Source: an optimization exercise on an open RTL-to-GDS flow (aim: small area). Production flows keep margins and buffers that such runs may drop. In this exercise RTL edits were held to simulation tests only and were not proved equivalent to the original. No activity file was given, so power comes from the tool's default toggle rates. The clock port is modelled as an ideal driver; clocking choices that lean on that would not hold on a real chip.

==> design/flow/config.mk <==
export PLATFORM = sky130hd
export DESIGN_NAME = dmem_wait_responder
export DESIGN_NICKNAME = dmem_wait_responder
export VERILOG_FILES = /design/flow/design.v
export SDC_FILE = /design/flow/constraint.sdc
export NUM_CORES = 4
export LEC_CHECK = 0
export CAP_MARGIN = 0
export CELL_PAD_IN_SITES_DETAIL_PLACEMENT = 0
export CELL_PAD_IN_SITES_GLOBAL_PLACEMENT = 1
export CORE_MARGIN = 2
export CORE_UTILIZATION = 65
export SLEW_MARGIN = 0
export SYNTH_HIERARCHICAL = 1
==> design/flow/constraint.sdc <==
create_clock -name core_clock -period 7.0 [get_ports {clk_i}]
set_input_delay 1.4000 -clock core_clock [delete_from_list [all_inputs] [get_ports {clk_i}]]
set_output_delay 1.4000 -clock core_clock [all_outputs]
set_load 0.01 [all_outputs]
==> design/flow/design.v <==
module dmem_wait_responder #(
    parameter int DEPTH   = 128,
    parameter int LATENCY = 2
) (
    input  logic        clk_i,
    input  logic        rst_i,
    input  logic        req_valid_i,
    output logic        req_ready_o,
    input  logic        req_write_i,
    input  logic [31:0] req_addr_i,
    input  logic [31:0] req_wdata_i,
    output logic        rsp_valid_o,
    output logic [31:0] rsp_rdata_o,
    output logic        rsp_err_o,
    output logic        busy_o
);
    localparam int NG = 32;         
    localparam int GW = 5;
    localparam int NA = 11;         
    logic [1:0]    r_state;
    logic [3:0]    r_need;          
    logic          r_pol;           
    logic          r_clr_done;      
    logic          r_wr, r_rd, r_err;
    logic          r_rhit;          
    logic          r_whit;          
    logic          r_live_ok;       
    logic [GW-1:0] r_grp;
    logic [1:0]    r_lo;
    logic [31:0]   r_data;          
    logic          r_dpol;          
    logic [31:0]   r_ring [NG][4];
    logic          w_idle, w_acc, w_bad, w_clr, w_pol_nxt;
    logic [1:0]    w_need, w_need_nxt, w_lo_nxt;
    logic          w_busy_nxt, w_wr_nxt, w_rd_nxt;
    logic          w_live_hit, w_reg_hit, w_rhit, w_rsel_any, w_whit;
    logic [NG-1:0] w_rsel, w_ins, w_g, w_gn;
    logic [31:0]   w_yraw, w_y, w_b;
    logic          w_ypol, w_opol, w_hold;
    always_comb begin
        w_idle     = (r_state == 2'd0);
        w_acc      = w_idle && req_valid_i;
        w_bad      = (|req_addr_i[1:0]) || (|req_addr_i[31:9]);
        w_clr      = !r_clr_done;
        w_need     = {r_need[3] | r_need[2], r_need[3] | r_need[1]};
        w_live_hit = r_live_ok && req_valid_i && !req_write_i && r_need[req_addr_i[3:2]];
        w_reg_hit  = r_rhit;
        w_rhit     = w_reg_hit || (w_idle && req_valid_i && !req_write_i &&
                                   r_need[req_addr_i[3:2]]);
        w_rsel_any = w_reg_hit || w_live_hit;
        w_whit     = r_whit;
        w_need_nxt = w_need - 2'd1;
        w_busy_nxt = w_acc || (r_state == 2'd1) || (r_state == 2'd2);
        w_wr_nxt   = w_acc ? (req_write_i && !w_bad)  : r_wr;
        w_rd_nxt   = w_acc ? (!req_write_i && !w_bad) : r_rd;
        w_lo_nxt   = w_acc ? req_addr_i[3:2] : r_lo;
        w_pol_nxt  = r_pol ^ r_need[1];
        w_b        = ~(r_data ^ {32{w_pol_nxt ^ r_dpol}});
        for (int g = 0; g < NG; g++) begin
            w_rsel[g] = (w_live_hit && (req_addr_i[8:4] == GW'(g))) ||
                        (w_reg_hit && (r_grp == GW'(g)));
            w_ins[g]  = w_whit && (r_grp == GW'(g));
            w_g[g]    = w_ins[g] || w_clr;
            w_gn[g]   = !w_ins[g];
        end
        w_hold = !w_rhit;
        w_ypol = w_rhit ? (r_pol && w_rsel_any) : r_dpol;
        w_opol = r_rhit ? r_pol : r_dpol;
        w_y    = w_yraw ^ {32{w_opol}};
    end
    for (genvar b = 0; b < 32; b++) begin : g_rd
        logic [NA-1:0] w_n;
        for (genvar k = 0; k < NA; k++) begin : g_aoi
            if (3 * k + 2 < NG) begin : g_3
                dmem_aoi222 u_aoi (
                    .a0(r_ring[3*k][0][b]),   .s0(w_rsel[3*k]),
                    .a1(r_ring[3*k+1][0][b]), .s1(w_rsel[3*k+1]),
                    .a2(r_ring[3*k+2][0][b]), .s2(w_rsel[3*k+2]),
                    .y_n(w_n[k])
                );
            end else begin : g_2
                dmem_aoi222 u_aoi (
                    .a0(r_ring[3*k][0][b]),   .s0(w_rsel[3*k]),
                    .a1(r_ring[3*k+1][0][b]), .s1(w_rsel[3*k+1]),
                    .a2(r_data[b]),           .s2(w_hold),
                    .y_n(w_n[k])
                );
            end
        end
        assign w_yraw[b] = ~&w_n;
    end
    always_ff @(posedge clk_i or negedge rst_i) begin
        if (!rst_i) begin
            r_state    <= 2'd0;
            r_need     <= 4'b0010;
            r_pol      <= 1'b1;
            r_clr_done <= 1'b0;
            r_wr       <= 1'b0;
            r_rd       <= 1'b0;
            r_err      <= 1'b0;
            r_rhit     <= 1'b0;
            r_whit     <= 1'b0;
            r_live_ok  <= 1'b0;
        end else begin
            r_rhit     <= w_busy_nxt && w_rd_nxt && (w_lo_nxt == w_need_nxt);
            r_whit     <= w_wr_nxt && (w_lo_nxt == w_need_nxt - 2'd1);
            r_live_ok  <= (r_state == 2'd3) || (w_idle && !req_valid_i);
            r_state    <= (w_idle && !req_valid_i) ? 2'd0 : r_state + 2'd1;
            r_need     <= {r_need[0], r_need[3:1]};
            r_pol      <= r_pol ^ r_need[1];
            r_clr_done <= r_clr_done || r_need[2];
            if (w_acc) begin
                r_wr  <= req_write_i && !w_bad;
                r_rd  <= !req_write_i && !w_bad;
                r_err <= w_bad;
            end
        end
    end
    always_ff @(posedge clk_i) begin
        if (w_acc) begin
            r_grp <= req_addr_i[8:4];
            r_lo  <= req_addr_i[3:2];
        end
        r_data <= (w_acc && req_write_i) ? req_wdata_i : w_yraw;
        r_dpol <= (w_acc && req_write_i) ? 1'b0 : w_ypol;
    end
    for (genvar g = 0; g < NG; g++) begin : g_grp
        logic [31:0] w_s0;
        for (genvar b = 0; b < 32; b++) begin : g_bit
            dmem_oai22 u_oai (
                .a0(r_ring[g][3][b]), .b0(w_g[g]),
                .a1(w_b[b]),          .b1(w_gn[g]),
                .y_n(w_s0[b])
            );
        end
        always_ff @(posedge clk_i) begin
            r_ring[g][0] <= w_s0;
            r_ring[g][1] <= r_ring[g][0];
            r_ring[g][2] <= r_ring[g][1];
            r_ring[g][3] <= r_ring[g][2];
        end
    end
    assign req_ready_o = w_idle;
    assign busy_o      = !w_idle;
    assign rsp_valid_o = (r_state == 2'd3);
    assign rsp_err_o   = (r_state == 2'd3) && r_err;
    assign rsp_rdata_o = (r_state == 2'd3 && r_rd) ? w_y : 32'd0;
endmodule
module dmem_aoi222 (
    input  logic a0, s0, a1, s1, a2, s2,
    output logic y_n
);
    assign y_n = ~((a0 & s0) | (a1 & s1) | (a2 & s2));
endmodule
module dmem_oai22 (
    input  logic a0, b0, a1, b1,
    output logic y_n
);
    assign y_n = ~((a0 | b0) & (a1 | b1));
endmodule
==> design/flow/flow/run.sh <==
#!/bin/bash
# Own flow: the standard layout (standard.sh), with two ORFS arguments changed:
#  - clock tree: larger sink clusters driven by clkbuf_16, no dummy loads;
#  - port buffers: buf_2 instead of the resizer's default choice.
# Every step's full output stays in the ORFS logs under orfs/logs, and make's
# own output in standard.log.
set -euo pipefail
export CTS_ARGS="-sink_clustering_enable -repair_clock_nets -buf_list sky130_fd_sc_hd__clkbuf_16 -sink_clustering_size 30 -sink_clustering_max_diameter 50 -dont_use_dummy_load"
export BUFFER_PORTS_ARGS="-buffer_cell sky130_fd_sc_hd__buf_2"
bash standard.sh > standard.log 2>&1
==> design/flow/standard.sh <==
#!/bin/bash
# synth_recipe.tcl (not shown) runs the flow's synth.tcl, then flattens the netlist and writes it again
# the make line also repeats each setting of config.mk as NAME=value (left out here)
make -C /OpenROAD-flow-scripts/flow DESIGN_CONFIG=/design/flow/config.mk WORK_HOME=/design/flow/orfs CLKGATE_MAP_FILE= SYNTH_SCRIPT=/design/flow/synth_recipe.tcl "${@:-finish}"
==> flow_summary_export.csv, run 1 <==
group,metric,value,unit
synth,synth_top_flop_cell,"dfxtp_1",
synth,synth_fp_nets,6138,
worst_hold_path,hold_class,"reg2reg",
timing,fin_crit_sh,0.975,
clocking,htreeDepth,4,
synth,synth_area_leaders,"dfxtp_1 (86%), o22ai_1 (6.9%), a222oi_1 (3.7%)",
drt,firstDrtPassIters,10,
timing,setup_violations,0,
drt,drc,0,
timing,hold_viol,0,
floorplan,initial_utilization,0.653,
synth,synthCells,6066,
clocking,cts-root-buf,"clkbuf_16",
synth,synth_area,96100,um^2
timing,rsz0062_at_grt,"no",
placement,place_area,102000,um^2
final_layout,final_area,107000,um^2
floorplan,io_pins,104,
drt,totalWireLength,250,mm
timing,hold_slack,0.248,ns
drt,drt_iter0_drc,5884,
synth,synth_area_per_cell,15.8,um^2
synth,yosysTopAreaCell,"dfxtp_1",
global_route,grt_max_degree,41,
global_route,grt_pass1_vias,52000,
pwr,p_leak,41.4,nW
clocking,hold_buffers,0,
timing,post-route-min-period,6.82,ns
placement,hpwl,145,mm
global_route,grt_use_total,0.326,
synth,async_flop_share,0.00337,
worst_setup_path,critPathTopFamily,"simple AND/OR/NAND/NOR gates",
worst_setup_path,cp_num_buf_inv,4,
timing,maxSlewHeadroom,0.0940,
timing,tightestPinTransition,1.36,ns
final_layout,syn2layout_area_growth,10.9,%
global_route,grt-ovfl-total,0,
drt,dr_wl_met3,22.5,mm
drt,wl_met1,110,mm
drt,detail-route-antenna-nets,0,
synth,netlist_top_cells_count,"dfxtp_1 (4131), o22ai_1 (1056), a222oi_1 (352)",
drt,vias,52200,
clocking,cts_buffer_depth,3,
synth,yosys.area.top_type_share,0.860,
worst_setup_path,required,5.60,ns
synth,ys_seq_elements,4150,
timing,tns,0,ns
drt,top_layer,"met5",
worst_setup_path,cp_slowest_cell,"mux4_2",
clocking,clock_latency,0.85,ns
timing,slew_viol_final,0,
job,max_cap_violations,0,
timing,worst_clock_skew,0.103,ns
worst_setup_path,cp_max_fo,15,
timing,max_freq,147,MHz
drt,dr_wl_met2,108,mm
clocking,clkTransAtPathRegs,0.10,ns
clocking,cts.sinks,4150,
floorplan,core_area,147000,um^2
outcome,status,"complete, no violations",
worst_setup_path,critPathArrivalTime,5.42,ns
synth,synth_most_common_cell,"dfxtp_1",
synth,synth_edf_count,5,
clocking,numCtsBuffers,198,
placement,gp_congestion,0.883,
pwr,irDropWorstVdd,0.285,mV
global_route,grt_first_pass_wirelength,358,mm
final_layout,fin_nets,6594,
final_layout,drive_gt1_frac,0.0948,
worst_setup_path,critPathKind,"in2out",
synth,yosysSeqAreaShare,0.865,
placement,io_buffers,103,
worst_setup_path,path_cells,"buf_2, mux4_2, and3_1, nand2b_1, o22ai_4, buf_4, a222oi_1, nand4_1, nor3_1, buf_4, xnor2_1, nor2_1, buf_2",
worst_setup_path,cp-end-kind,"primary output",
global_route,antenna_found_initial,11,
floorplan,fp.dieW,389,um
drt,routedWlPerCell,29.6,um
clocking,cts_tree,"built",
placement,post-place-ws,0.229,ns
pwr,power_density,363,nW/um^2
clocking,ctsResizeCount,0,
clocking,cts_setup_buffers,0,
floorplan,die_area,151000,um^2
worst_setup_path,critPathLaunchType,"primary input",
final_layout,final_util,0.724,
drt,via_per_inst,6.18,
floorplan,die_h,389,um
floorplan,rows,141,
synth,yosysUniqueCellTypes,47,
synth,yosysWarningCount,9,
worst_setup_path,worst_path_largest_cell_delay,0.66,ns
timing,final.setup.worst_slack,0.177,ns
## flip-flops by register name, indices dropped and copies added (netlist names), 2 cells and up
name	cells
r_data	32
r_grp	5
r_lo	2
r_need	4
r_ring	4096
r_state	2
## Yosys stat by module (local to each module, per instance)
| module | flops+latches | copies in the design | cell area (um^2) |
|---|---|---|---|
| dmem_oai22 | 0 | 1024 | 6.26 |
| dmem_aoi222 | 0 | 352 | 10.0 |
| dmem_wait_responder | 4150 | 1 | 86200 |
## routing by layer
metal	vias up	global-route usage
li1	23100	-
met1	26300	0.475
met2	2287	0.481
met3	461	0.0746
met4	6	0.119
met5	-	0
## placed cells by master (no fill, tap or decap), types with 41 or more instances in the layout
master        n
o22ai_1    1024
dfxtp_1    4131
clkbuf_16   198
nand3_1      41
nand4_1      66
a222oi_1    352
nand2_2      49
buf_4       179
buf_2       103
nor2_1       80
## layout make-up
cell class | instances | area (um^2)
clock buffers | 198 | 4950
multi-input cells | 1878 | 14000
fillers | 9709 | 40700
flip-flops and latches | 4150 | 83200
repair buffers | 288 | 1980
inverters | 6 | 22.5
diodes | 3 | 7.51
well taps | 1930 | 2410
## where the power goes
| group | internal [mW] | switching (mW) | leakage, nW |
|---|---|---|---|
| Clock | 5.03 | 6.73 | 2.44 |
| Sequential | 23.7 | 0.260 | 33.5 |
| Combinational | 0.846 | 2.09 | 5.51 |
## per-stage QoR
stage	power [mW]	instances
global placement	27.4	8252
global route	39.7	8451
finish	38.7	8453
detailed placement	27.4	8252
floorplan	25.6	6066
CTS	38.7	8450
## worst paths after layout
kind                               start        endpoint  slack [ns]  cells past startpoint
setup / recovery           req_addr_i[3]  rsp_rdata_o[3]        0.18                     13
hold / removal             r_ring[41][4]   r_ring[42][4]        0.25                      0
setup reg to reg               r_need[3]       r_data[3]        2.81                     10
hold reg to reg            r_ring[41][4]   r_ring[42][4]        0.25                      0
max in group asynchronous          rst_i       r_need[1]        6.20                      1
min in group asynchronous          rst_i       r_need[0]        0.45                      1
## logic make-up (layout without fill, tap and decap cells)
family,after synthesis,after routing,share of synthesized area
adder cells (fa/ha/maj),4,4,0.000521
flip-flops,4150,4150,0.865
XOR/XNOR,67,67,0.00610
multiplexers,3,3,0.000494
buffers and inverters,38,492,0.00160
AO/OA/AOI/OAI,1454,1454,0.108
AND/OR/NAND/NOR,350,350,0.0176
other,0,3,0
==> run 2: changes to the inputs <==
--- a/design/flow/config.mk
+++ b/design/flow/config.mk
@@ -5,10 +5,10 @@
 export SDC_FILE = /design/flow/constraint.sdc
 export NUM_CORES = 4
 export LEC_CHECK = 0
-export CAP_MARGIN = 0
+export CAP_MARGIN = 10
 export CELL_PAD_IN_SITES_DETAIL_PLACEMENT = 0
 export CELL_PAD_IN_SITES_GLOBAL_PLACEMENT = 1
 export CORE_MARGIN = 2
 export CORE_UTILIZATION = 65
-export SLEW_MARGIN = 0
+export SLEW_MARGIN = 10
 export SYNTH_HIERARCHICAL = 1
==> run 2 against run 1 <==
Synthesized area did not move. Cell count barely moved. Largest cell class unchanged. Critical endpoint unchanged. Worst setup slack improved by 0.028 ns. Flip-flop and latch count did not move. Clock skew rose by 0.0026 ns. Combinational power barely moved. Worst hold slack improved by 0.0071 ns.
==> flow_summary_export.csv, run 2 <==
group,metric,value,unit
worst_setup_path,critPathKind,"in2out",
worst_setup_path,cp_slowest_cell,"mux4_2",
placement,hpwl,145,mm
drt,firstDrtPassIters,10,
timing,fin_crit_sh,0.971,
final_layout,final_util,0.724,
final_layout,nFillCells,9708,
worst_setup_path,required,5.60,ns
pwr,p_leak,41.5,nW
worst_setup_path,worst_path_largest_cell_delay,0.66,ns
pwr,power_density,363,nW/um^2
worst_setup_path,critPathLaunchType,"primary input",
synth,synth_edf_count,5,
placement,gp_congestion,0.883,
timing,post-route-min-period,6.80,ns
floorplan,fp.dieW,389,um
final_layout,fin_nets,6595,
placement,io_buffers,103,
synth,ys_seq_elements,4150,
worst_setup_path,cp_num_buf_inv,4,
synth,synthCells,6066,
synth,yosysSeqAreaShare,0.865,
floorplan,rows,141,
clocking,hold_buffers,0,
floorplan,die_h,389,um
worst_setup_path,critPathArrivalTime,5.40,ns
final_layout,regMostFlops,"r_ring",
drt,detail-route-antenna-nets,0,
synth,yosysTopAreaCell,"dfxtp_1",
drt,vias,52100,
timing,max_freq,147,MHz
clocking,cts.sinks,4150,
job,max_cap_violations,0,
global_route,antenna_found_initial,11,
final_layout,layout_commonest_cell,"dfxtp_1",
floorplan,die_area,151000,um^2
timing,tns,0,ns
timing,worst_clock_skew,0.106,ns
timing,tightestPinTransition,1.32,ns
outcome,status,"complete, no violations",
drt,via_per_inst,6.16,
clocking,ctsResizeCount,0,
synth,synth_top_flop_cell,"dfxtp_1",
clocking,clkTransAtPathRegs,0.10,ns
synth,netlist_top_cells_count,"dfxtp_1 (4131), o22ai_1 (1056), a222oi_1 (352)",
drt,totalWireLength,250,mm
final_layout,reg.largest.list,"r_ring: 4096 flops, r_data: 32 flops, r_grp: 5 flops",
global_route,grt_pass1_vias,52000,
worst_setup_path,cp_max_fo,15,
synth,async_flop_share,0.00337,
clocking,numCtsBuffers,198,
synth,yosysWarningCount,9,
synth,yosys.area.top_type_share,0.860,
timing,hold_viol,0,
global_route,grt-ovfl-total,0,
pwr,irDropWorstVdd,0.285,mV
global_route,grt_max_degree,41,
global_route,grt_use_total,0.326,
synth,synth_most_common_cell,"dfxtp_1",
clocking,cts-root-buf,"clkbuf_16",
timing,rsz0062_at_grt,"no",
final_layout,drive_gt1_frac,0.0949,
drt,drt_iter0_drc,6039,
final_layout,syn2layout_area_growth,10.9,%
timing,setup_violations,0,
clocking,clock_latency,0.85,ns
worst_setup_path,path_cells,"buf_2, mux4_2, and3_1, nand2b_1, o22ai_4, buf_4, a222oi_1, nand4_1, nor3_1, buf_4, xnor2_1, nor2_1, buf_2",
placement,post-place-ws,0.229,ns
synth,synth_area_per_cell,15.8,um^2
pwr,p_total,38.7,mW
drt,routedWlPerCell,29.6,um
worst_hold_path,hold_class,"reg2reg",
worst_setup_path,cp-end-kind,"primary output",
timing,maxSlewHeadroom,0.115,
floorplan,io_pins,104,
synth,synth_area_leaders,"dfxtp_1 (86%), o22ai_1 (6.9%), a222oi_1 (3.7%)",
clocking,htreeDepth,4,
worst_setup_path,critPathTopFamily,"simple AND/OR/NAND/NOR gates",
clocking,cts_setup_buffers,0,
floorplan,core_area,147000,um^2
final_layout,fin_cells,8455,
final_layout,largest_register_ffs,4096,
synth,synth_fp_nets,6138,
timing,slew_viol_final,0,
synth,synth_area,96100,um^2
final_layout,final_cell_mix,"dfxtp_1 (4131), o22ai_1 (1024), a222oi_1 (352), clkbuf_16 (198), buf_4 (179)",
drt,drc,0,
clocking,cts_buffer_depth,3,
clocking,cts_tree,"built",
global_route,grt_first_pass_wirelength,358,mm
timing,final.setup.worst_slack,0.205,ns
placement,dp_cells,8252,
synth,yosysUniqueCellTypes,47,
floorplan,initial_utilization,0.653,
-- run 2: cell types whose count changed in the layout (fill, tap and decap cells not counted), sizes merged --
cell and delta:
buf +1, diode +1
-- run 2: worst register-to-register path, stage by stage (launching register included) --
cell	delay (ns)
dfstp_2	0.57
mux4_2	0.44
and3_1	0.32
nand3_1	0.38
o22ai_4	1.01
a222oi_1	0.30
nand3_1	0.40
nor3_1	0.09
buf_4	0.19
a21oi_1	0.41
-- run 2: per-stage QoR --
step / area, um^2 / hold WS (ns)
floorplan: 96100 / 0.310
global placement: 102000 / 0.309
finish: 107000 / 0.255
global route: 107000 / 0.251
detailed placement: 102000 / 0.312
CTS: 107000 / 0.246
-- run 2: final cells by class --
type	instances	area, um^2	area share
multi-input cells	1878	14000	0.131
repair buffers	289	2010	0.0188
well taps	1930	2410	0.0227
diodes	4	10.0	0.0000939
clock buffers	198	4950	0.0465
flip-flops and latches	4150	83200	0.780
inverters	6	22.5	0.000211
-- run 2: power by group --
part	switching (mW)	internal (mW)
registers	0.257	23.7
logic	2.10	0.861
clock network	6.73	5.03
total	9.08	29.6
-- run 2: logic make-up (layout without fill, tap and decap cells) --
kind of cell	Yosys count	after routing	share of synthesized area
buffers and inverters	38	493	0.00160
other	0	4	0
muxes	3	3	0.000494
xor gates and xnor gates	67	67	0.00610
DFF	4150	4150	0.865
and+or+nand+nor	350	350	0.0176
AOI/OAI and AO/OA	1454	1454	0.108
adders and majority gates	4	4	0.000521
-- run 2: path summary, 6_finish.rpt --
path	from	endpoint	slack, ns	depth (start not counted)
min reg2reg	r_ring[41][4]	r_ring[42][4]	0.26	0
min	r_ring[41][4]	r_ring[42][4]	0.26	0
max reg2reg	r_need[1]	r_data[18]	2.80	9
min in group asynchronous	rst_i	r_need[0]	0.45	1
max in group asynchronous	rst_i	r_need[1]	6.20	1
max	req_addr_i[3]	rsp_rdata_o[3]	0.20	13
-- run 2: routing by layer --
| metal | part of all wire | routed length, um | GRT usage | vias to the layer above |
|---|---|---|---|---|
| met1 | 0.44 | 111000 | 0.475 | 26300 |
| met4 | 0.037 | 9360 | 0.119 | 6 |
| li1 | - | - | - | 23100 |
| met2 | 0.43 | 107000 | 0.481 | 2263 |
| met3 | 0.091 | 22700 | 0.0746 | 440 |
| met5 | 0.00015 | 37 | 0 | - |
-- run 2: modules after synthesis (local to each module, per instance) --
module	copies in the design	cell area, um^2	cells	flops+latches
dmem_aoi222	352	10.0	1	0
dmem_wait_responder	1	86200	4690	4150
dmem_oai22	1024	6.26	1	0
==> run 3: changes to the inputs <==
==> design/flow/flow/run.sh (replaced) <==
#!/bin/bash
# Own flow: the standard layout (standard.sh), with two ORFS arguments changed:
#  - clock tree: larger sink clusters driven by clkbuf_16, no dummy loads;
#  - port buffers: buf_2 instead of the resizer's default choice.
# Every step's full output stays in the ORFS logs under orfs/logs, and make's
# own output in standard.log.
set -euo pipefail
export CTS_ARGS="-sink_clustering_enable -repair_clock_nets -buf_list sky130_fd_sc_hd__clkbuf_16 -sink_clustering_size 30 -sink_clustering_max_diameter 65 -dont_use_dummy_load"
export BUFFER_PORTS_ARGS="-buffer_cell sky130_fd_sc_hd__buf_2"
bash standard.sh > standard.log 2>&1
==> run 3 against run 2 <==
Count of clock-buffer cells in the layout is 35 lower. Wire length is 0.40% lower. Register-to-register slack worse by 0.09 ns. Critical path type unchanged. Die area stayed put. First-iteration DRC count is 3.6% higher. Critical path depth is 1 lower.
==> flow_summary_export.csv, run 3 <==
group,metric,value,unit
worst_setup_path,cp_max_fo,15,
synth,yosysWarningCount,9,
final_layout,layout_commonest_cell,"dfxtp_1",
clocking,clkTransAtPathRegs,0.10,ns
global_route,grt_first_pass_wirelength,356,mm
synth,synth_area_leaders,"dfxtp_1 (86%), o22ai_1 (6.9%), a222oi_1 (3.7%)",
clocking,htreeDepth,4,
synth,yosysSeqAreaShare,0.865,
floorplan,fp.dieW,389,um
final_layout,fin_nets,6560,
clocking,clock_latency,0.83,ns
worst_setup_path,critPathArrivalTime,5.45,ns
drt,drt_iter0_drc,6257,
synth,ys_seq_elements,4150,
global_route,grt_use_met2,0.482,
floorplan,die_h,389,um
final_layout,seq_area,83200,um^2
worst_setup_path,required,5.60,ns
clocking,cts_buffer_depth,3,
worst_hold_path,hold_class,"reg2reg",
synth,synth_most_common_cell,"dfxtp_1",
timing,tightestPinTransition,1.31,ns
pwr,irDropWorstVdd,0.271,mV
placement,io_buffers,103,
placement,dp_cells,8252,
synth,synth_fp_nets,6138,
job,max_cap_violations,0,
final_layout,final_util,0.718,
pwr,p_leak,41.0,nW
global_route,grt-busiest-layer,"met2",
global_route,grt_pass1_vias,51400,
timing,hold_viol,0,
global_route,grt.met1_usage,0.476,
outcome,status,"complete, no violations",
drt,routedWlPerCell,29.6,um
synth,synth_top_flop_cell,"dfxtp_1",
final_layout,syn2layout_area_growth,9.97,%
clocking,cts-root-buf,"clkbuf_16",
pwr,power_density,357,nW/um^2
global_route,use_met3,0.0715,
floorplan,core_area,147000,um^2
floorplan,die_area,151000,um^2
timing,rsz0062_at_grt,"no",
synth,yosysTopAreaCell,"dfxtp_1",
synth,yosys.area.top_type_share,0.860,
worst_setup_path,critPathLaunchType,"primary input",
final_layout,nFillCells,9796,
placement,gp_congestion,0.883,
drt,vias,51900,
worst_setup_path,cp-end-kind,"primary output",
final_layout,multi_input_area,14000,um^2
drt,firstDrtPassIters,10,
final_layout,drive_gt1_frac,0.0900,
synth,synthCells,6066,
timing,max_freq,146,MHz
timing,setup_violations,0,
timing,post-route-min-period,6.85,ns
clocking,cts_tree,"built",
timing,fin_crit_sh,0.979,
clocking,ctsResizeCount,0,
clocking,hold_buffers,0,
global_route,grt_max_degree,41,
clocking,cts_setup_buffers,0,
timing,slew_viol_final,0,
drt,detail-route-antenna-nets,0,
final_layout,final_cell_mix,"dfxtp_1 (4131), o22ai_1 (1024), a222oi_1 (352), buf_4 (179), clkbuf_16 (163)",
drt,totalWireLength,249,mm
floorplan,initial_utilization,0.653,
synth,yosysUniqueCellTypes,47,
global_route,antenna_found_initial,12,
synth,synth_area_per_cell,15.8,um^2
floorplan,rows,141,
drt,drc,0,
timing,maxSlewHeadroom,0.126,
final_layout,reg.largest.list,"r_ring: 4096 flops, r_data: 32 flops, r_grp: 5 flops",
synth,synth_edf_count,5,
global_route,grt-ovfl-total,0,
clocking,numCtsBuffers,163,
worst_setup_path,critPathKind,"in2out",
final_layout,largest_register_ffs,4096,
final_layout,fin_cells,8417,
floorplan,io_pins,104,
synth,synth_area,96100,um^2
timing,worst_clock_skew,0.0640,ns
drt,via_per_inst,6.17,
final_layout,regMostFlops,"r_ring",
clocking,cts.sinks,4150,
timing,tns,0,ns
global_route,grt_use_total,0.325,
synth,netlist_top_cells_count,"dfxtp_1 (4131), o22ai_1 (1056), a222oi_1 (352)",
placement,hpwl,145,mm
synth,async_flop_share,0.00337,
-- run 3: cell counts after synthesis --
Identical to the previous run, type by type.
-- run 3: path summary, 6_finish.rpt --
path / cells after the start / endpoint / startpoint / slack, ns
worst max-delay path: 12 / rsp_rdata_o[1] / req_addr_i[3] / 0.15
worst min register to register: 0 / r_ring[15][31] / r_ring[14][31] / 0.28
worst max register to register: 8 / r_data[0] / r_need[3] / 2.71
worst min-delay path: 0 / r_ring[15][31] / r_ring[14][31] / 0.28
min in group asynchronous: 1 / r_state[1] / rst_i / 0.49
max in group asynchronous: 1 / r_need[1] / rst_i / 6.19
-- run 3: worst max-delay path: stages --
cell and delay (ns):
buf_2 0.10, mux4_2 0.68, and3_1 0.31, nand2b_1 0.37
o22ai_4 0.39, buf_4 0.37, a222oi_1 0.28, nand4_1 0.45
nor3_1 0.65, xnor2_1 0.19, nor2_1 0.06, buf_2 0.17
-- run 3: routing by layer --
layer  wire length (um)  vias up
met2             108000     2187
met5                 20        -
li1                   -    23100
met1             111000    26300
met4               8340        4
met3              21600      383
-- run 3: area by class of cell --
class                      instances  area share
antenna                            1   0.0000237
inverter                           6    0.000213
sequential                      4150       0.787
multi-input combinational       1878       0.132
timing repair buffer             289      0.0190
clock buffer                     163      0.0386
tap                             1930      0.0228
-- run 3: where the power goes --
group          leakage [nW]  internal (mW)  switching, mW
clock                  2.01           4.20           6.56
sequential             33.5           23.7          0.258
combinational          5.52          0.861           2.10
total                  41.0           28.8           8.91
-- run 3: cells by family after synthesis --
logic type / count (synthesis) / share of synthesized area
flops: 4150 / 0.865
simple gates: 350 / 0.0176
xor+xnor: 67 / 0.00610
mux: 3 / 0.000494
compound gates: 1454 / 0.108
fa+ha+maj: 4 / 0.000521
buf+inv: 38 / 0.00160
-- run 3: per-module statistics from Yosys, one instance, submodules excluded --
module	copies in the design	cells	flip-flops and latches
dmem_wait_responder	1	4690	4150
dmem_aoi222	352	1	0
dmem_oai22	1024	1	0
-- run 3: per-stage QoR --
step	setup WS, ns	instance area (um^2)	total power [mW]	hold WS [ns]
6_report	0.148	106000	37.7	0.281
5_1_grt	0.0467	106000	38.7	0.275
4_1_cts	0.226	106000	37.7	0.278
3_5_place_dp	0.229	102000	27.4	0.312
3_3_place_gp	0.233	102000	27.4	0.309
2_1_floorplan	1.56	96100	25.6	0.310
==> run 4: changes to the inputs <==
--- a/design/flow/design.v
+++ b/design/flow/design.v
@@ -43,10 +43,9 @@
         w_bad      = (|req_addr_i[1:0]) || (|req_addr_i[31:9]);
         w_clr      = !r_clr_done;
         w_need     = {r_need[3] | r_need[2], r_need[3] | r_need[1]};
-        w_live_hit = r_live_ok && req_valid_i && !req_write_i && r_need[req_addr_i[3:2]];
+        w_live_hit = r_live_ok && req_valid_i && !req_write_i;
         w_reg_hit  = r_rhit;
-        w_rhit     = w_reg_hit || (w_idle && req_valid_i && !req_write_i &&
-                                   r_need[req_addr_i[3:2]]);
+        w_rhit     = w_reg_hit || (w_idle && req_valid_i && !req_write_i);
         w_rsel_any = w_reg_hit || w_live_hit;
         w_whit     = r_whit;
         w_need_nxt = w_need - 2'd1;
==> run 4 against run 3 <==
Count of clock-buffer cells in the layout unchanged. Sequential share of layout area increased by 0.20 points. Total power decreased by 0.26%. Via count increased by 0.58%. Cell count decreased by 0.18%. Flip-flop and latch count unchanged. Global-route usage increased by 0.26 points. Register-to-register slack improved by 0.19 ns. Critical path depth decreased by 1. Worst hold slack improved by 0.0080 ns.
==> flow_summary_export.csv, run 4 <==
group,metric,value,unit
outcome,status,"complete, no violations",
global_route,grt-ovfl-total,0,
pwr,p_comb_frac,0.076,
pwr,p_int,28.7,mW
final_layout,final_cell_mix,"dfxtp_1 (4131), o22ai_1 (1024), a222oi_1 (352), clkbuf_16 (163), buf_4 (163)",
clocking,hold_buffers,0,
timing,rsz0062_at_grt,"no",
clocking,ctsResizeCount,0,
synth,ys_seq_elements,4150,
drt,totalWireLength,252,mm
clocking,clock_latency,0.82,ns
final_layout,largest_register_ffs,4096,
clocking,cts_setup_buffers,0,
synth,netlist_top_cells_count,"dfxtp_1 (4131), o22ai_1 (1056), a222oi_1 (352)",
synth,synth_top_family_by_area,"compound AO/OA/AOI/OAI gates",
pwr,p_total,37.6,mW
timing,maxSlewHeadroom,0.205,
worst_setup_path,required,5.60,ns
clocking,cts.sinks,4150,
timing,tightestPinTransition,1.19,ns
floorplan,io_pins,104,
worst_setup_path,rrSetupSlack,2.90,ns
drt,via_per_inst,6.22,
synth,synth_edf_count,5,
drt,drt_iter0_drc,6759,
placement,io_buffers,103,
placement,gp_congestion,0.917,
global_route,grt_first_pass_wirelength,357,mm
timing,post-route-min-period,6.67,ns
floorplan,core_area,147000,um^2
clocking,clkTransAtPathRegs,0.11,ns
clocking,cts_buffer_depth,3,
floorplan,die_area,151000,um^2
final_layout,layout_commonest_cell,"dfxtp_1",
pwr,p_switching,8.87,mW
drt,detail-route-antenna-nets,0,
pwr,irDropWorstVdd,0.289,mV
floorplan,rows,141,
final_layout,regMostFlops,"r_ring",
synth,synth_most_common_cell,"dfxtp_1",
pwr,p_leak,40.6,nW
synth,synthCells,6068,
timing,worst_clock_skew,0.0654,ns
clocking,cts_tree,"built",
worst_setup_path,critPathArrivalTime,5.27,ns
global_route,grt_use_total,0.328,
timing,slew_viol_final,0,
job,max_cap_violations,0,
floorplan,die_h,388,um
synth,yosysUniqueCellTypes,41,
worst_setup_path,cp-end-kind,"primary output",
synth,yosysTopAreaCell,"dfxtp_1",
worst_setup_path,critPathKind,"in2out",
clocking,htreeDepth,4,
pwr,power_density,357,nW/um^2
drt,vias,52300,
worst_hold_path,hold_end,"r_ring[86][1]",
worst_setup_path,rr_worst_depth,8,
synth,muxShareOfSynthArea,0.000156,
worst_hold_path,hold_class,"reg2reg",
global_route,grt_max_degree,67,
synth,synth_area,96100,um^2
synth,yosys.area.top_type_share,0.861,
worst_setup_path,timing.rr.end,"r_data[6]",
final_layout,nFillCells,9737,
synth,synth_fa_ha_area_frac,0.000521,
synth,yosysWarningCount,9,
synth,synth_compound_area_frac,0.108,
floorplan,fp.dieW,388,um
global_route,antenna_found_initial,12,
timing,max_freq,150,MHz
pwr,swShare,0.236,
final_layout,syn2layout_area_growth,9.75,%
final_layout,fin_nets,6544,
synth,synth_fp_nets,6140,
final_layout,reg.largest.list,"r_ring: 4096 flops, r_data: 32 flops, r_grp: 5 flops",
timing,hold_viol,0,
pwr,clkPwrFrac,0.286,
final_layout,drive_gt1_frac,0.0815,
synth,synth_simple_gate_area_frac,0.0174,
timing,fin_crit_sh,0.953,
floorplan,initial_utilization,0.652,
worst_setup_path,critPathLaunchType,"primary input",
timing,setup_violations,0,
worst_setup_path,cp_max_fo,19,
worst_hold_path,min_path_cells,0,
synth,yosysSeqAreaShare,0.866,
synth,synthXorXnorAreaFrac,0.00611,
synth,synth_area_per_cell,15.8,um^2
drt,firstDrtPassIters,13,
placement,hpwl,150,mm
clocking,cts-root-buf,"clkbuf_16",
clocking,numCtsBuffers,163,
worst_setup_path,worst_r2r_startpoint,"r_rhit",
drt,routedWlPerCell,30.0,um
synth,synth_top_flop_cell,"dfxtp_1",
pwr,p_seq_frac,0.638,
drt,drc,0,
timing,tns,0,ns
synth,async_flop_share,0.00337,
synth,synth_area_leaders,"dfxtp_1 (86%), o22ai_1 (6.9%), a222oi_1 (3.7%)",
global_route,grt_pass1_vias,50500,
worst_hold_path,holdCritStartpoint,"r_ring[85][1]",
## run 4: changes by cell type after synthesis, sizes merged, moves of 2 or more
cell | before | now
buf | 9 | 12
nand2b | 13 | 7
nand2 | 86 | 90
nor2b | 5 | 8
nor3 | 39 | 41
## run 4: worst max-delay path by stage
stage / from / endpoint / slack [ns]
CTS: req_valid_i / rsp_rdata_o[22] / 0.50
global placement: req_valid_i / rsp_rdata_o[20] / 0.49
detailed placement: req_valid_i / rsp_rdata_o[22] / 0.50
floorplan: req_write_i / rsp_rdata_o[0] / 1.74
finish: req_valid_i / rsp_rdata_o[6] / 0.33
global route: req_valid_i / rsp_rdata_o[22] / 0.18
## run 4: worst max-delay path: stages
cell and delay [ns]:
buf_2 0.19, nand3b_1 0.45, nor2_1 0.39, nand3_1 0.40, o22ai_4 0.89, a222oi_1 0.23
nand3_1 0.56, nor3_1 0.28, xnor2_1 0.19, nor2_1 0.12, buf_2 0.14
## run 4: kinds of logic (layout without fill, tap and decap cells)
kind of cell / after synthesis / count (layout)
flip-flops: 4150 / 4150
AND/OR/NAND/NOR: 350 / 350
AO/OA/AOI/OAI: 1454 / 1454
multiplexers: 1 / 1
other: 0 / 2
buffers and inverters: 42 / 444
adder cells (fa/ha/maj): 4 / 4
XOR/XNOR: 67 / 67
## run 4: per-stage QoR
stage	setup WS [ns]	hold slack, ns	instance area (um^2)	utilization	std cells
floorplan	1.74	0.310	96100	-	6068
global placement	0.492	0.310	101000	0.688	8237
detailed placement	0.505	0.312	101000	0.688	8237
CTS	0.500	0.282	105000	0.716	8400
global route	0.178	0.292	105000	0.716	8400
finish	0.326	0.289	105000	0.716	8402
## run 4: layer usage
layer | routed length [um] | vias up | track usage
met4 | 9750 | 0 | 0.120
met3 | 21800 | 433 | 0.0596
met1 | 112000 | 26400 | 0.488
li1 | - | 23100 | -
met2 | 108000 | 2364 | 0.482
met5 | 0 | - | 0
## run 4: power by group through the flow
stage	sequential (mW)	combinational (mW)	clock [mW]
floorplan	24.3	1.32	0
global placement	24.5	2.81	0
detailed placement	24.5	2.80	0
CTS	24.0	2.81	10.8
global route	24.0	2.92	11.6
finish	24.0	2.87	10.8
## run 4: modules after synthesis (local to each module, per instance)
module / cell area [um^2] / times used
dmem_oai22: 6.26 / 1024
dmem_wait_responder: 86200 / 1
dmem_aoi222: 10.0 / 352
## run 4: cell type report
class                           instances  area (um^2)  area share
Clock buffer                          163         4080      0.0387
Inverter                                7         26.3    0.000249
Sequential cell                      4150        83200       0.789
Tap cell                             1930         2410      0.0229
Multi-Input combinational cell       1876        13800       0.131
Timing Repair Buffer                  274         1900      0.0180
Antenna cell                            2         5.00   0.0000475
==> run 5: changes to the inputs <==
==> design/flow/flow/run.sh (replaced) <==
#!/bin/bash
# Own flow: the standard layout (standard.sh), with two ORFS arguments changed:
#  - clock tree: larger sink clusters driven by clkbuf_16, no dummy loads;
#  - port buffers: buf_2 instead of the resizer's default choice.
# Every step's full output stays in the ORFS logs under orfs/logs, and make's
# own output in standard.log.
set -euo pipefail
export CTS_ARGS="-sink_clustering_enable -repair_clock_nets -buf_list sky130_fd_sc_hd__clkbuf_16 -sink_clustering_size 30 -sink_clustering_max_diameter 50 -dont_use_dummy_load"
export BUFFER_PORTS_ARGS="-buffer_cell sky130_fd_sc_hd__buf_2"
bash standard.sh > standard.log 2>&1
==> run 5 against run 4 <==
Die area unchanged. Largest cell class unchanged. Non-clock buffer count unchanged. Critical path depth increased by 1. Still clean. Total power up 2.7%.
==> flow_summary_export.csv, run 5 <==
group,metric,value,unit
worst_setup_path,critPathKind,"in2out",
drt,drc,0,
final_layout,regMostFlops,"r_ring",
pwr,p_comb_frac,0.074,
synth,async_flop_share,0.00337,
pwr,power_density,363,nW/um^2
synth,synth_area_leaders,"dfxtp_1 (86%), o22ai_1 (6.9%), a222oi_1 (3.7%)",
timing,hold_slack,0.273,ns
outcome,status,"complete, no violations",
global_route,grt_use_total,0.330,
timing,maxSlewHeadroom,0.211,
synth,yosysWarningCount,9,
clocking,htreeDepth,4,
worst_setup_path,critPathLaunchType,"primary input",
placement,place_area,101000,um^2
clocking,cts_buffer_depth,3,
synth,synth_area_per_cell,15.8,um^2
worst_setup_path,critPathArrivalTime,5.34,ns
floorplan,core_area,147000,um^2
placement,io_buffers,103,
synth,yosysSeqAreaShare,0.866,
synth,synth_area,96100,um^2
pwr,p_leak,41.0,nW
final_layout,reg.largest.list,"r_ring: 4096 flops, r_data: 32 flops, r_grp: 5 flops",
drt,firstDrtPassIters,12,
floorplan,fp.dieW,388,um
drt,drt_iter0_drc,6554,
timing,slew_viol_final,0,
final_layout,final_util,0.722,
final_layout,syn2layout_area_growth,10.6,%
placement,hpwl,150,mm
synth,ys_seq_elements,4150,
final_layout,layout_commonest_cell,"dfxtp_1",
floorplan,initial_utilization,0.652,
pwr,swShare,0.235,
floorplan,rows,141,
final_layout,largest_register_ffs,4096,
timing,rsz0062_at_grt,"no",
drt,routedWlPerCell,30.1,um
final_layout,final_area,106000,um^2
final_layout,fin_nets,6578,
synth,synthCells,6068,
pwr,p_seq_frac,0.621,
clocking,hold_buffers,0,
floorplan,die_h,388,um
synth,synth_most_common_cell,"dfxtp_1",
worst_setup_path,cp_max_fo,15,
timing,max_freq,148,MHz
global_route,grt-ovfl-total,0,
clocking,clock_latency,0.85,ns
synth,netlist_top_cells_count,"dfxtp_1 (4131), o22ai_1 (1056), a222oi_1 (352)",
floorplan,die_area,151000,um^2
timing,tns,0,ns
synth,synth_edf_count,5,
job,max_cap_violations,0,
pwr,p_switching,9.07,mW
pwr,clkPwrFrac,0.305,
timing,worst_clock_skew,0.0877,ns
worst_setup_path,required,5.60,ns
drt,detail-route-antenna-nets,0,
placement,gp_congestion,0.917,
global_route,antenna_found_initial,11,
pwr,irDropWorstVdd,0.269,mV
clocking,clkTransAtPathRegs,0.11,ns
timing,post-route-min-period,6.74,ns
clocking,cts_setup_buffers,0,
drt,totalWireLength,254,mm
final_layout,drive_gt1_frac,0.0863,
pwr,p_int,29.5,mW
clocking,cts_tree,"built",
floorplan,io_pins,104,
clocking,ctsResizeCount,0,
final_layout,final_cell_mix,"dfxtp_1 (4131), o22ai_1 (1024), a222oi_1 (352), clkbuf_16 (197), buf_4 (163)",
synth,yosysTopAreaCell,"dfxtp_1",
synth,synth_fp_nets,6140,
synth,synth_top_flop_cell,"dfxtp_1",
worst_hold_path,hold_class,"reg2reg",
global_route,grt_first_pass_wirelength,360,mm
global_route,grt_max_degree,67,
timing,tightestPinTransition,1.18,ns
clocking,numCtsBuffers,197,
synth,yosys.area.top_type_share,0.861,
timing,setup_violations,0,
synth,yosysUniqueCellTypes,41,
clocking,cts.sinks,4150,
worst_setup_path,cp-end-kind,"primary output",
drt,vias,52400,
drt,via_per_inst,6.21,
timing,hold_viol,0,
global_route,grt_pass1_vias,51300,
timing,fin_crit_sh,0.963,
clocking,cts-root-buf,"clkbuf_16",
==> run 5: cell count changes in the layout (fill, tap and decap cells not counted), sizes merged <==
cell	previous run	this run
clkbuf	163	197
==> run 5: power by group through the flow <==
stage / logic (mW) / clock network (mW) / registers [mW]
2_1_floorplan: 1.32 / 0 / 24.3
3_3_place_gp: 2.81 / 0 / 24.5
3_5_place_dp: 2.80 / 0 / 24.5
4_1_cts: 2.81 / 11.8 / 24.0
5_1_grt: 2.92 / 12.7 / 24.0
6_report: 2.86 / 11.8 / 24.0
==> run 5: critical path, cell delays in order <==
cell and delay (ns):
buf_2 0.16, nand3b_1 0.47, nor2_1 0.18, nand2_1 0.34, o22ai_4 0.30, a222oi_1 0.58, nand4_1 0.57, nor3_1 0.73
buf_4 0.24, xnor2_1 0.06, nor2_1 0.14, buf_2 0.16
==> run 5: through the flow <==
step                      power (mW)  cells  setup slack [ns]
after detailed placement        27.3   8237             0.505
after floorplan                 25.6   6068              1.74
after CTS                       38.6   8434             0.500
after global placement          27.3   8237             0.492
final                           38.6   8436             0.262
after global routing            39.6   8434             0.141
==> run 5: per-module statistics from Yosys (local to each module, per instance) <==
module / cells / area [um^2] / flops+latches
dmem_wait_responder: 4692 / 86200 / 4150
dmem_aoi222: 1 / 10.0 / 0
dmem_oai22: 1 / 6.26 / 0
==> run 5: routing by layer <==
metal	global-route usage	wire, um	vias to the layer above	part of all wire
met4	0.123	9840	2	0.039
li1	-	-	23100	-
met2	0.487	109000	2436	0.43
met3	0.0674	22900	472	0.090
met1	0.484	112000	26400	0.44
met5	0	13	-	0.000051
==> run 5: cell families (layout without fill, tap and decap cells) <==
logic type | count (synthesis) | after routing | synth area share
adder cells (fa/ha/maj) | 4 | 4 | 0.000521
XOR/XNOR | 67 | 67 | 0.00611
multiplexers | 1 | 1 | 0.000156
flip-flops | 4150 | 4150 | 0.866
AO/OA/AOI/OAI | 1454 | 1454 | 0.108
AND/OR/NAND/NOR | 350 | 350 | 0.0174
other | 0 | 2 | 0
buffers and inverters | 42 | 478 | 0.00173
==> run 5: worst paths after layout <==
check                              start         endpoint  slack [ns]  depth (start not counted)
setup / recovery             req_valid_i  rsp_rdata_o[22]        0.26                         12
hold / removal             r_ring[33][4]    r_ring[34][4]        0.27                          0
setup reg to reg                  r_rhit       r_data[17]        2.86                          8
hold reg to reg            r_ring[33][4]    r_ring[34][4]        0.27                          0
max in group asynchronous          rst_i           r_rhit        6.23                          1
min in group asynchronous          rst_i        r_need[0]        0.47                          1
==> run 5: layout make-up <==
type	count	area, um^2
clock buffers	197	4930
inverters	7	26.3
fillers	9589	41000
diodes	2	5.00
repair buffers	274	1900
well taps	1930	2410
multi-input cells	1876	13800
flip-flops and latches	4150	83200
==> run 6: changes to the inputs <==
==> design/flow/flow/run.sh (replaced) <==
#!/bin/bash
# Own flow: the standard layout (standard.sh), with two ORFS arguments changed:
#  - clock tree: larger sink clusters driven by clkbuf_16, no dummy loads;
#  - port buffers: buf_1 instead of the resizer's default choice.
# Every step's full output stays in the ORFS logs under orfs/logs, and make's
# own output in standard.log.
set -euo pipefail
export CTS_ARGS="-sink_clustering_enable -repair_clock_nets -buf_list sky130_fd_sc_hd__clkbuf_16 -sink_clustering_size 30 -sink_clustering_max_diameter 65 -dont_use_dummy_load"
export BUFFER_PORTS_ARGS="-buffer_cell sky130_fd_sc_hd__buf_1"
bash standard.sh > standard.log 2>&1
--- a/design/flow/config.mk
+++ b/design/flow/config.mk
@@ -9,6 +9,7 @@
 export CELL_PAD_IN_SITES_DETAIL_PLACEMENT = 0
 export CELL_PAD_IN_SITES_GLOBAL_PLACEMENT = 1
 export CORE_MARGIN = 2
-export CORE_UTILIZATION = 65
+export CORE_UTILIZATION = 70
+export PLACE_DENSITY = 0.72
 export SLEW_MARGIN = 10
 export SYNTH_HIERARCHICAL = 1
==> run 6 against run 5 <==
Clock power is about 10% lower. Largest power group unchanged. Sequential share of layout area is 1.0 points higher. Cell count is 2.3% lower. Still clean on timing, DRC and antenna. Count of clock-buffer cells in the layout is 39 lower. Wire length is 3.3% lower. Register-to-register slack worse by 0.09 ns. Worst setup slack worse by 0.088 ns. Maximum frequency is 1.3% lower. Worst hold slack better by 0.018 ns. Sequential power hardly changed.
==> flow_summary_export.csv, run 6 <==
group,metric,value,unit
synth,synth_area,96100,um^2
clocking,htreeDepth,4,
pwr,p_switching,8.82,mW
synth,async_flop_share,0.00337,
timing,rsz0062_at_grt,"no",
final_layout,largest_register_ffs,4096,
timing,worst_clock_skew,0.0667,ns
worst_hold_path,hold_class,"reg2reg",
synth,synth_area_per_cell,15.8,um^2
worst_setup_path,critPathKind,"in2out",
worst_setup_path,timing.rr.end,"r_data[15]",
global_route,grt_max_degree,55,
drt,via_per_inst,6.36,
clocking,cts.sinks,4150,
pwr,p_seq_frac,0.641,
timing,slew_viol_final,0,
placement,dp_cells,8084,
placement,gp_congestion,0.924,
global_route,grt_use_total,0.345,
synth,synth_area_leaders,"dfxtp_1 (86%), o22ai_1 (6.9%), a222oi_1 (3.7%)",
worst_setup_path,rr_worst_depth,8,
clocking,numCtsBuffers,158,
synth,yosysUniqueCellTypes,41,
final_layout,reg.largest.list,"r_ring: 4096 flops, r_data: 32 flops, r_grp: 5 flops",
pwr,p_leak,40.2,nW
final_layout,drive_gt1_frac,0.0633,
worst_setup_path,required,5.60,ns
timing,fin_crit_sh,0.975,
placement,post-place-ws,0.453,ns
clocking,cts_tree,"built",
floorplan,core_area,136000,um^2
worst_hold_path,holdCritStartpoint,"r_ring[34][8]",
worst_setup_path,rrSetupSlack,2.77,ns
worst_setup_path,critPathLaunchType,"primary input",
placement,place_area,101000,um^2
timing,tightestPinTransition,1.16,ns
final_layout,final_cell_mix,"dfxtp_1 (4131), o22ai_1 (1024), a222oi_1 (352), buf_4 (162), clkbuf_16 (158)",
clocking,clkTransAtPathRegs,0.10,ns
synth,synth_most_common_cell,"dfxtp_1",
timing,maxSlewHeadroom,0.221,
job,max_cap_violations,0,
floorplan,io_pins,104,
pwr,p_comb_frac,0.076,
clocking,cts_buffer_depth,3,
timing,tns,0,ns
drt,drc,0,
synth,yosysTopAreaCell,"dfxtp_1",
synth,synthCells,6068,
global_route,grt_first_pass_wirelength,353,mm
worst_setup_path,cp-end-kind,"primary output",
synth,yosys.area.top_type_share,0.861,
clocking,hold_buffers,0,
global_route,antenna_found_initial,11,
final_layout,syn2layout_area_growth,9.19,%
timing,final.setup.worst_slack,0.174,ns
timing,post-route-min-period,6.83,ns
worst_hold_path,hold_end,"r_ring[35][8]",
floorplan,die_h,375,um
worst_setup_path,critPathArrivalTime,5.43,ns
drt,routedWlPerCell,29.8,um
synth,synth_fp_nets,6140,
floorplan,die_area,140000,um^2
final_layout,fin_cells,8246,
worst_hold_path,min_path_cells,0,
timing,hold_slack,0.291,ns
timing,hold_viol,0,
drt,firstDrtPassIters,14,
drt,totalWireLength,246,mm
drt,vias,52400,
clocking,cts_setup_buffers,0,
synth,synth_edf_count,5,
pwr,clkPwrFrac,0.283,
final_layout,regMostFlops,"r_ring",
synth,ys_seq_elements,4150,
placement,io_buffers,103,
worst_setup_path,worst_r2r_startpoint,"r_grp[0]",
drt,detail-route-antenna-nets,0,
floorplan,initial_utilization,0.708,
pwr,p_total,37.4,mW
final_layout,final_area,105000,um^2
pwr,p_int,28.6,mW
global_route,grt-ovfl-total,0,
global_route,grt_pass1_vias,51700,
clocking,clock_latency,0.82,ns
synth,netlist_top_cells_count,"dfxtp_1 (4131), o22ai_1 (1056), a222oi_1 (352)",
clocking,cts-root-buf,"clkbuf_16",
final_layout,final_util,0.773,
timing,setup_violations,0,
worst_setup_path,cp_max_fo,23,
outcome,status,"complete, no violations",
pwr,swShare,0.236,
synth,synth_top_flop_cell,"dfxtp_1",
pwr,irDropWorstVdd,0.287,mV
pwr,power_density,356,nW/um^2
timing,max_freq,147,MHz
floorplan,fp.dieW,375,um
placement,hpwl,149,mm
floorplan,rows,135,
final_layout,layout_commonest_cell,"dfxtp_1",
synth,yosysWarningCount,9,
drt,drt_iter0_drc,7105,
clocking,ctsResizeCount,0,
final_layout,fin_nets,6535,
synth,yosysSeqAreaShare,0.866,
==> run 6: cell types whose count changed in the layout (fill, tap and decap cells not counted) <==
cell	change
o22ai_4	-2
diode_2	+2
buf_1	+103
clkbuf_16	-39
buf_2	-103
buf_12	-3
nand2_1	+6
o22ai_2	+2
buf_4	-1
nand2_2	-6
==> run 6: kinds of logic after synthesis <==
| kind of cell | Yosys count | share of synthesized area |
|---|---|---|
| mux | 1 | 0.000156 |
| fa+ha+maj | 4 | 0.000521 |
| flops | 4150 | 0.866 |
| buf+inv | 42 | 0.00173 |
| xor+xnor | 67 | 0.00611 |
| simple gates | 350 | 0.0174 |
| compound gates | 1454 | 0.108 |
==> run 6: per-layer routing <==
metal  global-route usage  part of all wire  vias to the layer above
met2                0.509              0.43                     2562
met3               0.0804             0.097                      466
met5                    0          0.000045                        -
met4                0.132             0.041                        2
li1                     -                 -                    23000
met1                0.502              0.43                    26400
==> run 6: power by group through the flow <==
stage	clock, mW	combinational, mW	sequential (mW)
floorplan	0	1.32	24.3
CTS	10.6	2.77	24.0
global placement	0	2.74	24.5
detailed placement	0	2.75	24.5
finish	10.6	2.85	24.0
global route	11.4	2.89	24.0
==> run 6: cell type report <==
| type | instances | area, um^2 |
|---|---|---|
| diodes | 4 | 10.0 |
| clock buffers | 158 | 3950 |
| fillers | 8025 | 30900 |
| inverters | 7 | 26.3 |
| multi-input cells | 1876 | 13800 |
| flip-flops and latches | 4150 | 83200 |
| well taps | 1781 | 2230 |
| repair buffers | 270 | 1700 |
==> run 6: worst max path at each step <==
stage,start,end,slack (ns)
floorplan,req_write_i,rsp_rdata_o[0],1.74
global placement,req_write_i,rsp_rdata_o[22],0.46
detailed placement,req_write_i,rsp_rdata_o[22],0.45
CTS,req_write_i,rsp_rdata_o[22],0.45
global route,req_write_i,rsp_rdata_o[8],0.18
finish,req_write_i,rsp_rdata_o[8],0.17
==> run 6: critical path: stages <==
cell	delay (ns)
buf_1	0.16
nand3b_1	0.41
nor2_1	0.18
nand2_1	0.37
o22ai_4	0.38
a222oi_1	0.72
nand4_1	0.43
nor3_1	0.76
xnor2_1	0.16
nor2_1	0.12
buf_4	0.15
buf_1	0.16
==> run 6: per-module statistics from Yosys (local to each module, per instance) <==
| module | flops+latches | area (um^2) | times used |
|---|---|---|---|
| dmem_wait_responder | 4150 | 86200 | 1 |
| dmem_aoi222 | 0 | 10.0 | 352 |
| dmem_oai22 | 0 | 6.26 | 1024 |
==> run 7: changes to the inputs <==
--- a/design/flow/design.v
+++ b/design/flow/design.v
@@ -28,7 +28,6 @@
     logic [GW-1:0] r_grp;
     logic [1:0]    r_lo;
     logic [31:0]   r_data;          
-    logic          r_dpol;          
     logic [31:0]   r_ring [NG][4];
     logic          w_idle, w_acc, w_bad, w_clr, w_pol_nxt;
     logic [1:0]    w_need, w_need_nxt, w_lo_nxt;
@@ -36,7 +35,8 @@
     logic          w_live_hit, w_reg_hit, w_rhit, w_rsel_any, w_whit;
     logic [NG-1:0] w_rsel, w_ins, w_g, w_gn;
     logic [31:0]   w_yraw, w_y, w_b;
-    logic          w_ypol, w_opol, w_hold;
+    logic          w_ypol, w_opol, w_hold, w_dpol, w_dpol_nxt, w_src_pol;
+    logic [31:0]   w_src, w_dnxt;
     always_comb begin
         w_idle     = (r_state == 2'd0);
         w_acc      = w_idle && req_valid_i;
@@ -54,7 +54,9 @@
         w_rd_nxt   = w_acc ? (!req_write_i && !w_bad) : r_rd;
         w_lo_nxt   = w_acc ? req_addr_i[3:2] : r_lo;
         w_pol_nxt  = r_pol ^ r_need[1];
-        w_b        = ~(r_data ^ {32{w_pol_nxt ^ r_dpol}});
+        w_dpol     = !w_pol_nxt;
+        w_dpol_nxt = !(w_pol_nxt ^ r_need[2]);
+        w_b        = r_data;
         for (int g = 0; g < NG; g++) begin
             w_rsel[g] = (w_live_hit && (req_addr_i[8:4] == GW'(g))) ||
                         (w_reg_hit && (r_grp == GW'(g)));
@@ -63,9 +65,14 @@
             w_gn[g]   = !w_ins[g];
         end
         w_hold = !w_rhit;
-        w_ypol = w_rhit ? (r_pol && w_rsel_any) : r_dpol;
-        w_opol = r_rhit ? r_pol : r_dpol;
+        w_ypol = w_rhit ? (r_pol && w_rsel_any) : w_dpol;
+        w_opol = r_rhit ? r_pol : w_dpol;
         w_y    = w_yraw ^ {32{w_opol}};
+        w_src     = (w_acc && req_write_i) ? req_wdata_i : w_yraw;
+        w_src_pol = (w_acc && req_write_i) ? 1'b0 : w_ypol;
+    end
+    for (genvar b = 0; b < 32; b++) begin : g_dnxt
+        dmem_xor2 u_xor (.a(w_src[b]), .b(w_src_pol ^ w_dpol_nxt), .y(w_dnxt[b]));
     end
     for (genvar b = 0; b < 32; b++) begin : g_rd
         logic [NA-1:0] w_n;
@@ -120,8 +127,7 @@
             r_grp <= req_addr_i[8:4];
             r_lo  <= req_addr_i[3:2];
         end
-        r_data <= (w_acc && req_write_i) ? req_wdata_i : w_yraw;
-        r_dpol <= (w_acc && req_write_i) ? 1'b0 : w_ypol;
+        r_data <= w_dnxt;
     end
     for (genvar g = 0; g < NG; g++) begin : g_grp
         logic [31:0] w_s0;
@@ -151,6 +157,12 @@
 );
     assign y_n = ~((a0 & s0) | (a1 & s1) | (a2 & s2));
 endmodule
+module dmem_xor2 (
+    input  logic a, b,
+    output logic y
+);
+    assign y = a ^ b;
+endmodule
 module dmem_oai22 (
     input  logic a0, b0, a1, b1,
     output logic y_n
==> run 7 against run 6 <==
Critical path depth is 1 higher. Global-route usage is 0.79 points higher. Synthesized cell count hardly changed. First-iteration DRC count is 2.6% higher. Wire length is 2.8% higher. Die area stayed put. Synthesized area hardly changed. Critical path type unchanged.
==> flow_summary_export.csv, run 7 <==
group,metric,value,unit
drt,vias,52900,
clocking,clock_latency,0.83,ns
synth,synth_most_common_cell,"dfxtp_1",
clocking,cts-root-buf,"clkbuf_16",
final_layout,drive_gt1_frac,0.0678,
worst_setup_path,critPathTopFamily,"simple AND/OR/NAND/NOR gates",
drt,detail-route-antenna-nets,0,
drt,totalWireLength,252,mm
drt,drt_iter0_drc,7292,
pwr,p_leak,40.5,nW
global_route,grt-ovfl-total,0,
global_route,antenna_found_initial,12,
synth,yosysWarningCount,9,
worst_setup_path,cp_slowest_cell,"o22ai_4",
synth,synth_area_leaders,"dfxtp_1 (86%), o22ai_1 (6.9%), a222oi_1 (3.7%)",
synth,yosysTopAreaCell,"dfxtp_1",
timing,hold_viol,0,
synth,synth_area,96100,um^2
global_route,grt_use_total,0.353,
synth,yosysUniqueCellTypes,42,
job,max_cap_violations,0,
synth,yosysSeqAreaShare,0.866,
clocking,clkTransAtPathRegs,0.10,ns
clocking,cts_buffer_depth,3,
timing,rsz0062_at_grt,"no",
synth,synth_area_per_cell,15.8,um^2
drt,routedWlPerCell,30.5,um
outcome,status,"complete, no violations",
final_layout,fin_nets,6562,
worst_setup_path,cp_max_fo,21,
pwr,p_total,38.0,mW
worst_setup_path,critPathArrivalTime,5.41,ns
floorplan,die_area,140000,um^2
worst_setup_path,worst_path_largest_cell_delay,0.65,ns
final_layout,syn2layout_area_growth,9.04,%
timing,worst_clock_skew,0.0740,ns
final_layout,largest_register_ffs,4096,
timing,hold_slack,0.296,ns
placement,io_buffers,103,
floorplan,core_area,136000,um^2
worst_hold_path,hold_class,"reg2reg",
synth,netlist_top_cells_count,"dfxtp_1 (4130), o22ai_1 (1056), a222oi_1 (352)",
timing,max_freq,147,MHz
floorplan,io_pins,104,
clocking,numCtsBuffers,160,
worst_setup_path,required,5.60,ns
floorplan,rows,135,
synth,yosys.area.top_type_share,0.860,
floorplan,initial_utilization,0.708,
synth,synthCells,6069,
pwr,power_density,363,nW/um^2
final_layout,reg.largest.list,"r_ring: 4096 flops, r_data: 32 flops, r_grp: 5 flops",
global_route,grt_pass1_vias,51900,
clocking,hold_buffers,0,
floorplan,die_h,375,um
timing,setup_violations,0,
global_route,grt_first_pass_wirelength,361,mm
timing,maxSlewHeadroom,0.152,
drt,drc,0,
synth,synth_top_flop_cell,"dfxtp_1",
final_layout,layout_commonest_cell,"dfxtp_1",
timing,tns,0,ns
worst_setup_path,cp-end-kind,"primary output",
drt,firstDrtPassIters,15,
timing,post-route-min-period,6.81,ns
final_layout,diodes,0,
placement,gp_congestion,0.910,
clocking,ctsResizeCount,0,
clocking,cts_setup_buffers,0,
placement,place_area,101000,um^2
synth,ys_seq_elements,4149,
synth,synth_fp_nets,6141,
timing,fin_crit_sh,0.973,
final_layout,nFillCells,8119,
timing,slew_viol_final,0,
pwr,irDropWorstVdd,0.321,mV
worst_setup_path,critPathKind,"in2out",
final_layout,final_util,0.772,
clocking,htreeDepth,4,
clocking,cts_tree,"built",
final_layout,final_cell_mix,"dfxtp_1 (4099), o22ai_1 (1024), a222oi_1 (352), buf_4 (169), clkbuf_16 (160)",
worst_setup_path,cp_num_buf_inv,4,
clocking,cts.sinks,4149,
synth,synth_edf_count,5,
worst_setup_path,critPathLaunchType,"primary input",
drt,via_per_inst,6.40,
final_layout,final_area,105000,um^2
global_route,grt_max_degree,58,
worst_setup_path,path_cells,"buf_1, nand3b_1, nor2_1, nand3_1, o22ai_4, buf_12, a222oi_1, nand4_1, nor3_1, xnor2_1, nor2_1, buf_4, buf_1",
floorplan,fp.dieW,375,um
synth,async_flop_share,0.00337,
placement,hpwl,151,mm
timing,tightestPinTransition,1.27,ns
final_layout,regMostFlops,"r_ring",
==> run 7: cell count changes after synthesis, moves of 2 or more <==
cell      previous run  this run
buf_1                6         8
buf_2                6         4
clkbuf_1            22        20
nor2_1              81        83
==> run 7: power breakdown <==
part           switching, mW  total, mW  internal (mW)
Sequential             0.323       24.1           23.7
Combinational           2.49       3.29          0.804
Clock                   6.55       10.7           4.13
Total                   9.36       38.0           28.7
==> run 7: final timing paths <==
check                      slack (ns)  depth (start not counted)         endpoint          start
hold / removal                   0.30                          0    r_ring[62][0]  r_ring[61][0]
min in group asynchronous        0.63                          1           r_rhit          rst_i
max in group asynchronous        5.84                          1       r_clr_done          rst_i
setup reg to reg                 2.79                          9        r_data[2]         r_rhit
setup / recovery                 0.19                         13  rsp_rdata_o[21]    req_valid_i
hold reg to reg                  0.30                          0    r_ring[62][0]  r_ring[61][0]
==> run 7: logic make-up after synthesis <==
group / count (synthesis) / share of synthesized area
compound gates: 1454 / 0.108
xor+xnor: 67 / 0.00611
fa+ha+maj: 4 / 0.000521
buf+inv: 40 / 0.00161
flops: 4149 / 0.866
mux: 1 / 0.000156
simple gates: 354 / 0.0177
==> run 7: metrics by stage <==
stage	setup slack, ns	std cells
final	0.187	8269
after global routing	0.258	8269
after detailed placement	0.401	8109
after floorplan	1.71	6069
after global placement	0.414	8109
after CTS	0.380	8269
==> run 7: final cells by class <==
| class | instances | area [um^2] | share of cell area |
|---|---|---|---|
| clock buffers | 160 | 4000 | 0.0382 |
| repair buffers | 291 | 2040 | 0.0194 |
| well taps | 1781 | 2230 | 0.0213 |
| multi-input cells | 1880 | 13300 | 0.127 |
| flip-flops and latches | 4149 | 83200 | 0.794 |
| inverters | 8 | 30.0 | 0.000287 |
==> run 7: Yosys stat by module, one instance, submodules excluded <==
module               cells inside  flip-flops and latches  copies in the design
dmem_aoi222                     1                       0                   352
dmem_oai22                      1                       0                  1024
dmem_wait_responder          4661                    4149                     1
dmem_xor2                       1                       0                    32
==> run 7: layer usage <==
metal,global-route usage,part of all wire,vias to the layer above
met1,0.511,0.43,26700
li1,-,-,23100
met2,0.523,0.43,2738
met4,0.153,0.047,8
met5,0,0.00019,-
met3,0.0702,0.093,470
==> run 7: worst reg2reg max path: cells and delay by family, from the launching register on <==
family / cells / cell delay (ns)
xor+xnor: 1 / 0.21
flops: 1 / 0.58
compound gates: 3 / 0.97
simple gates: 3 / 1.86
buf+inv: 2 / 0.46

afterwards: timing with drivers on the ports:
How much do the figures lean on ideal ports? The routed layouts below were timed once more, with nothing changed but the port constraints. Step 1 (the two cells are an assumption about what drives the block):
set clk [get_ports {clk_i}]
set_driving_cell -lib_cell sky130_fd_sc_hd__clkbuf_16 $clk
set_driving_cell -lib_cell sky130_fd_sc_hd__buf_2 [delete_from_list [all_inputs] $clk]
Step 2 adds t to the input delays and takes it off the output delays; t is the mean of the earliest and latest rising clock arrival at the registers after step 1. Input paths then give back, and output paths get back, about the clock's delay inside the block. Three values: ideal, step 1, step 2; two values: the first two.
| run | t (ns) | setup slack, ns | latest minus earliest clock arrival (ns) | worst register clock-pin slew, ns | cell pins on the clock port's net |
|---|---|---|---|---|---|
| run 1 | 0.886 | 0.177 / 0.147 / 0.147 | 0.103 / 0.103 | 0.11 / 0.11 | 1 |
| run 2 | 0.889 | 0.205 / 0.175 / 0.175 | 0.106 / 0.105 | 0.11 / 0.11 | 1 |
| run 3 | 0.884 | 0.148 / 0.118 / 0.118 | 0.066 / 0.066 | 0.11 / 0.11 | 1 |
| run 4 | 0.865 | 0.326 / 0.295 / 0.295 | 0.066 / 0.065 | 0.11 / 0.11 | 1 |
| run 5 | 0.895 | 0.262 / 0.236 / 0.236 | 0.088 / 0.089 | 0.11 / 0.11 | 1 |
| run 6 | 0.869 | 0.174 / 0.147 / 0.147 | 0.067 / 0.067 | 0.11 / 0.11 | 1 |
| run 7 | 0.873 | 0.187 / 0.162 / 0.162 | 0.075 / 0.074 | 0.11 / 0.11 | 1 |
After both steps every run listed still meets setup and hold. The setup slack of run 4, which loses most, moves by -0.031 ns with the drivers and by -0.031 ns with both steps.
